Background: an optimization exercise with open tools, aiming at small area and a short achievable clock period. Do not read the settings as production practice.
At most, simulation tests tie the RTL to the original design; equivalence was not proved.
Power figures rest on the tool's default switching activity, not on a simulated workload.

Setup of old:
==> flow/design.v <==
package riscv_dbg_pkg;
  typedef enum logic [1:0] {
    ST_IDLE  = 2'd0,
    ST_ARMED = 2'd1,
    ST_POST  = 2'd2,
    ST_DONE  = 2'd3
  } trace_state_t;
  localparam logic MODE_STOP_FULL = 1'b0;
  localparam logic MODE_RING_TRIG = 1'b1;
  function automatic integer entry_w(input integer xlen, input integer num_regs);
    entry_w = xlen * (2 + num_regs);
  endfunction
endpackage
module trace_ram #(
  parameter int ROWS  = 14,
  parameter int WIDTH = 192,
  parameter int TAP0  = 6,
  parameter int NSEL  = 8
) (
  input  logic             clk,
  input  logic [WIDTH-1:0] wdata,
  input  logic             hold_stage,
  input  logic             shift,
  input  logic [NSEL-1:0]  sel,
  input  logic             hold,
  output logic [WIDTH-1:0] stage,
  output logic [WIDTH-1:0] rdata
);
  logic [WIDTH-1:0] pick;
  logic [WIDTH-1:0] mem [ROWS];
  always_ff @(posedge clk) begin
    if (!hold_stage) begin
      stage <= wdata;
    end
  end
  always_ff @(posedge clk) begin
    if (shift) begin
      mem[0] <= stage;
      for (int i = 1; i < ROWS; i++) begin
        mem[i] <= mem[i-1];
      end
    end
  end
  always_comb begin
    pick = {WIDTH{hold}} & rdata;
    for (int i = 0; i < NSEL; i++) begin
      pick = pick | ({WIDTH{sel[i]}} & mem[TAP0 + i]);
    end
  end
  always_ff @(posedge clk) begin
    rdata <= pick;
  end
endmodule
module riscv_trace_buffer #(
  parameter int XLEN       = 32,
  parameter int NUM_REGS   = 4,
  parameter int DEPTH      = 16,
  parameter int POST_DEPTH = 8
) (
  input  logic                     clk,
  input  logic                     reset,
  input  logic [XLEN-1:0]          pc_dbg,
  input  logic [XLEN-1:0]          instr_dbg,
  input  logic [NUM_REGS*XLEN-1:0] regs_dbg,
  input  logic                     arm,
  input  logic                     clear,
  input  logic                     mode,
  input  logic                     trig_en,
  input  logic [XLEN-1:0]          trig_pc,
  output logic                     busy,
  output logic                     triggered,
  output logic                     wrapped,
  output logic                     rd_valid,
  input  logic                     rd_ready,
  output logic [XLEN-1:0]          rd_pc,
  output logic [XLEN-1:0]          rd_instr,
  output logic [NUM_REGS*XLEN-1:0] rd_regs,
  output logic                     rd_last
);
  localparam int AW = $clog2(DEPTH);
  localparam int CW = AW + 1;
  localparam int EW = riscv_dbg_pkg::entry_w(XLEN, NUM_REGS);
  localparam logic [CW-1:0] DEPTH_C = CW'(DEPTH);
  localparam logic [CW-1:0] POST_C  = CW'(POST_DEPTH);
  localparam logic [CW-1:0] ONE_C   = CW'(1);
  localparam logic [CW-1:0] TWO_C   = CW'(2);
  localparam int TAP0 = POST_DEPTH - 2;
  localparam int NSEL = DEPTH - 2 - TAP0;
  logic          armed_q, post_q, mode_q, first_q, cap_q, gd;
  logic [CW-1:0] count, post_cnt, rd_left;
  logic [NSEL-1:0] osel_q;
  logic [NSEL-1:0] rs_q, rsel;
  logic          hb_q, ld, rhold;
  logic          idle, cnt_full, gd_cap, last_pop;
  logic [CW-1:0] cnt_inc;
  logic [NSEL-1:0] osel_trig;
  logic          chg, teq, cap, fire, gdone, pop, start;
  logic          shift;
  logic [EW-1:0] wdata, stage, rdata;
  logic [XLEN-1:0] pc_q;
  assign idle     = !busy && !rd_valid;
  assign cnt_full = (count == DEPTH_C);
  assign cnt_inc  = cnt_full ? count : count + ONE_C;
  assign gd_cap   = mode_q ? (post_q && (post_cnt == TWO_C)) : (cnt_inc == DEPTH_C - ONE_C);
  assign last_pop = (rd_left == ONE_C);
  always_comb begin
    osel_trig = '0;
    if (count >= CW'(NSEL - 1)) osel_trig[NSEL-1] = 1'b1;
    else                        osel_trig[count[$clog2(NSEL)-1:0]] = 1'b1;
  end
  assign pc_q  = stage[XLEN-1:0];
  assign chg   = (pc_dbg != pc_q);
  assign teq   = trig_en && (pc_dbg == trig_pc);
  assign cap   = busy && (first_q || chg);
  assign fire  = cap && armed_q && mode_q && teq;
  assign gdone = cap && gd;
  assign pop   = rd_valid && rd_ready;
  assign start = idle && arm;
  always_ff @(posedge clk or posedge reset) begin
    if (reset) begin
      armed_q   <= 1'b0;
      post_q    <= 1'b0;
      busy      <= 1'b0;
      rd_valid  <= 1'b0;
      rd_last   <= 1'b0;
      triggered <= 1'b0;
      wrapped   <= 1'b0;
    end else begin
      armed_q   <= !clear && (start || (armed_q && !fire && !gdone));
      post_q    <= !clear && (fire || (post_q && !gdone));
      busy      <= !clear && (start || (busy && !gdone));
      rd_valid  <= !clear && (gdone || (rd_valid && !(pop && last_pop)));
      rd_last   <= !clear && (gdone ? (cnt_inc == ONE_C)
                                    : (rd_valid && (pop ? (rd_left == TWO_C) : last_pop)));
      triggered <= !start && (triggered || fire);
      wrapped   <= !start && (wrapped || (cap && cnt_full));
    end
  end
  always_ff @(posedge clk) begin
    rd_left   <= clear ? '0 : gdone ? cnt_inc : pop ? rd_left - ONE_C : rd_left;
    mode_q    <= start ? mode : mode_q;
    first_q   <= start || (first_q && !cap);
    count     <= start ? '0 : cap ? cnt_inc : count;
    post_cnt  <= fire ? POST_C : (cap && post_q) ? post_cnt - ONE_C : post_cnt;
    osel_q    <= start ? NSEL'(1) << (NSEL - 1) : fire ? osel_trig : osel_q;
    gd        <= !start && !fire && (cap ? gd_cap : gd);
    cap_q     <= cap;
    rs_q      <= (cap || rd_valid) ? osel_q : {osel_q[NSEL-2:0], 1'b0};
    hb_q      <= !(cap || rd_valid) && osel_q[NSEL-1];
  end
  assign ld    = !rd_valid || rd_ready;
  assign rsel  = ld ? rs_q : '0;
  assign rhold = !ld || hb_q;
  assign shift = rd_valid ? rd_ready : cap_q;
  assign wdata = {regs_dbg, instr_dbg, pc_dbg};
  trace_ram #(
    .ROWS  (DEPTH - 2),
    .WIDTH (EW),
    .TAP0  (TAP0),
    .NSEL  (NSEL)
  ) u_ram (
    .clk        (clk),
    .wdata      (wdata),
    .hold_stage (rd_valid),
    .shift      (shift),
    .sel        (rsel),
    .hold       (rhold),
    .stage      (stage),
    .rdata      (rdata)
  );
  assign rd_pc    = rdata[XLEN-1:0];
  assign rd_instr = rdata[2*XLEN-1:XLEN];
  assign rd_regs  = rdata[EW-1:2*XLEN];
endmodule
Settings: LEC_CHECK=0, CAP_MARGIN=20, CORE_MARGIN=2, CORE_UTILIZATION=60, CTS_CLUSTER_DIAMETER=80, CTS_CLUSTER_SIZE=30, SETUP_SLACK_MARGIN=3.0, SLEW_MARGIN=20; clock period 5.5 ns.
run.sh (not shown) runs the stock make flow with config.mk's settings and CLKGATE_MAP_FILE= SYNTH_SCRIPT=/design/flow/synth_recipe.tcl, a recipe that flattens the netlist after the stock synthesis.
Setup changes, old to new
-- flow/design.v --
<<< old, line 23
  input  logic             shift,
  input  logic [NSEL-1:0]  sel,
  input  logic             hold,
  output logic [WIDTH-1:0] stage,
  output logic [WIDTH-1:0] rdata
>>> new, line 23
  input  logic             shift,
  input  logic [NSEL-1:0]  sel,
  output logic [WIDTH-1:0] stage,
  output logic [WIDTH-1:0] rdata
<<< old, line 43
  end
  always_comb begin
    pick = {WIDTH{hold}} & rdata;
    for (int i = 0; i < NSEL; i++) begin
      pick = pick | ({WIDTH{sel[i]}} & mem[TAP0 + i]);
>>> new, line 42
  end
  always_comb begin
    pick = {WIDTH{sel == '0}} & rdata;
    for (int i = 0; i < NSEL; i++) begin
      pick = pick | ({WIDTH{sel[i]}} & mem[TAP0 + i]);
<<< old, line 90
  logic [CW-1:0] count, post_cnt, rd_left;
  logic [NSEL-1:0] osel_q;
  logic [NSEL-1:0] rs_q, rsel;
  logic          hb_q, ld, rhold;
  logic          idle, cnt_full, gd_cap, last_pop;
  logic [CW-1:0] cnt_inc;
>>> new, line 89
  logic [CW-1:0] count, post_cnt, rd_left;
  logic [NSEL-1:0] osel_q;
  logic [NSEL-1:0] rsel;
  logic          idle, cnt_full, gd_cap, last_pop;
  logic [CW-1:0] cnt_inc;
<<< old, line 124
      rd_valid  <= 1'b0;
      rd_last   <= 1'b0;
      triggered <= 1'b0;
      wrapped   <= 1'b0;
    end else begin
      armed_q   <= !clear && (start || (armed_q && !fire && !gdone));
>>> new, line 122
      rd_valid  <= 1'b0;
      rd_last   <= 1'b0;
      mode_q    <= 1'b0;
      first_q   <= 1'b0;
      count     <= '0;
      post_cnt  <= '0;
      rd_left   <= '0;
      triggered <= 1'b0;
      wrapped   <= 1'b0;
      osel_q    <= '0;
      gd        <= 1'b0;
      cap_q     <= 1'b0;
    end else begin
      armed_q   <= !clear && (start || (armed_q && !fire && !gdone));
<<< old, line 133
      rd_last   <= !clear && (gdone ? (cnt_inc == ONE_C)
                                    : (rd_valid && (pop ? (rd_left == TWO_C) : last_pop)));
      triggered <= !start && (triggered || fire);
      wrapped   <= !start && (wrapped || (cap && cnt_full));
    end
  end
  always_ff @(posedge clk) begin
    rd_left   <= clear ? '0 : gdone ? cnt_inc : pop ? rd_left - ONE_C : rd_left;
    mode_q    <= start ? mode : mode_q;
    first_q   <= start || (first_q && !cap);
    count     <= start ? '0 : cap ? cnt_inc : count;
    post_cnt  <= fire ? POST_C : (cap && post_q) ? post_cnt - ONE_C : post_cnt;
    osel_q    <= start ? NSEL'(1) << (NSEL - 1) : fire ? osel_trig : osel_q;
    gd        <= !start && !fire && (cap ? gd_cap : gd);
    cap_q     <= cap;
    rs_q      <= (cap || rd_valid) ? osel_q : {osel_q[NSEL-2:0], 1'b0};
    hb_q      <= !(cap || rd_valid) && osel_q[NSEL-1];
  end
  assign ld    = !rd_valid || rd_ready;
  assign rsel  = ld ? rs_q : '0;
  assign rhold = !ld || hb_q;
  assign shift = rd_valid ? rd_ready : cap_q;
  assign wdata = {regs_dbg, instr_dbg, pc_dbg};
>>> new, line 139
      rd_last   <= !clear && (gdone ? (cnt_inc == ONE_C)
                                    : (rd_valid && (pop ? (rd_left == TWO_C) : last_pop)));
      rd_left   <= clear ? '0 : gdone ? cnt_inc : pop ? rd_left - ONE_C : rd_left;
      mode_q    <= start ? mode : mode_q;
      first_q   <= start || (first_q && !cap);
      count     <= start ? '0 : cap ? cnt_inc : count;
      post_cnt  <= fire ? POST_C : (cap && post_q) ? post_cnt - ONE_C : post_cnt;
      triggered <= !start && (triggered || fire);
      wrapped   <= !start && (wrapped || (cap && cnt_full));
      osel_q    <= start ? NSEL'(1) << (NSEL - 1) : fire ? osel_trig : osel_q;
      gd        <= !start && !fire && (cap ? gd_cap : gd);
      cap_q     <= cap;
    end
  end
  always_comb begin
    if (rd_valid)   rsel = rd_ready ? osel_q : '0;
    else if (cap_q) rsel = osel_q;
    else            rsel = {osel_q[NSEL-2:0], 1'b0};
  end
  assign shift = rd_valid ? rd_ready : cap_q;
  assign wdata = {regs_dbg, instr_dbg, pc_dbg};
<<< old, line 165
    .shift      (shift),
    .sel        (rsel),
    .hold       (rhold),
    .stage      (stage),
    .rdata      (rdata)
>>> new, line 169
    .shift      (shift),
    .sel        (rsel),
    .stage      (stage),
    .rdata      (rdata)
[summary]
- Summary — count of placed standard cells including taps, new relative to old: higher, by 2.0%.
- new ends up with a worst relative slew slack that is 4.2 points higher than in old.
- Summary — critical path depth, new relative to old: higher, by 5.
- Going from old to new, die area increased 0.72%; number of synthesized flops with an enable pin has remained practically unchanged.
- Sort new and old by overall global routing resource usage, descending, and new comes first.
- [compare] base=old new=new: sequential share of layout area saw a decrease; sum of buffers and inverters on the critical path went up 5; proportion of power drawn by the clock network essentially unchanged; first-pass GRT wire length higher; total power consumption of the routed design rose 1.7%.
- new vs. old: area overhead of the layout relative to synthesis +3.0 points; synthesized area per cell moved down; flip-flop and latch area roughly the same.
- Looking at the reports, new completed the entire flow and the layout it produced met the timing, DRC and antenna checks.
Only the layout flow was run in new; the RTL was not checked for function there.

static timing again, ports no longer ideal:
Ports are ideal in the flow. The routed layouts listed here were re-timed in OpenROAD.
Step 1 (the two cells are an assumption about what drives the block):
set clk [get_ports {clk}]
set_driving_cell -lib_cell sky130_fd_sc_hd__clkbuf_16 $clk
set_driving_cell -lib_cell sky130_fd_sc_hd__buf_2 [delete_from_list [all_inputs] $clk]
Step 2 adds t to the input delays and takes it off the output delays; t is the mean of the earliest and latest rising clock arrival at the registers after step 1. Input paths then give back, and output paths get back, about the clock's delay inside the block.
Slacks: ideal / step 1 / step 2; pairs: ideal / step 1.
run	t, ns	setup slack, ns	worst slew at a driven data input, ns
old	0.864	3.018 / 2.975 / 2.218	0.17
new	0.870	2.767 / 2.767 / 2.089	0.15
After both steps every run listed still meets setup and hold. For old, which loses most, drivers alone change the setup slack by -0.043 ns; drivers and shift together by -0.800 ns.
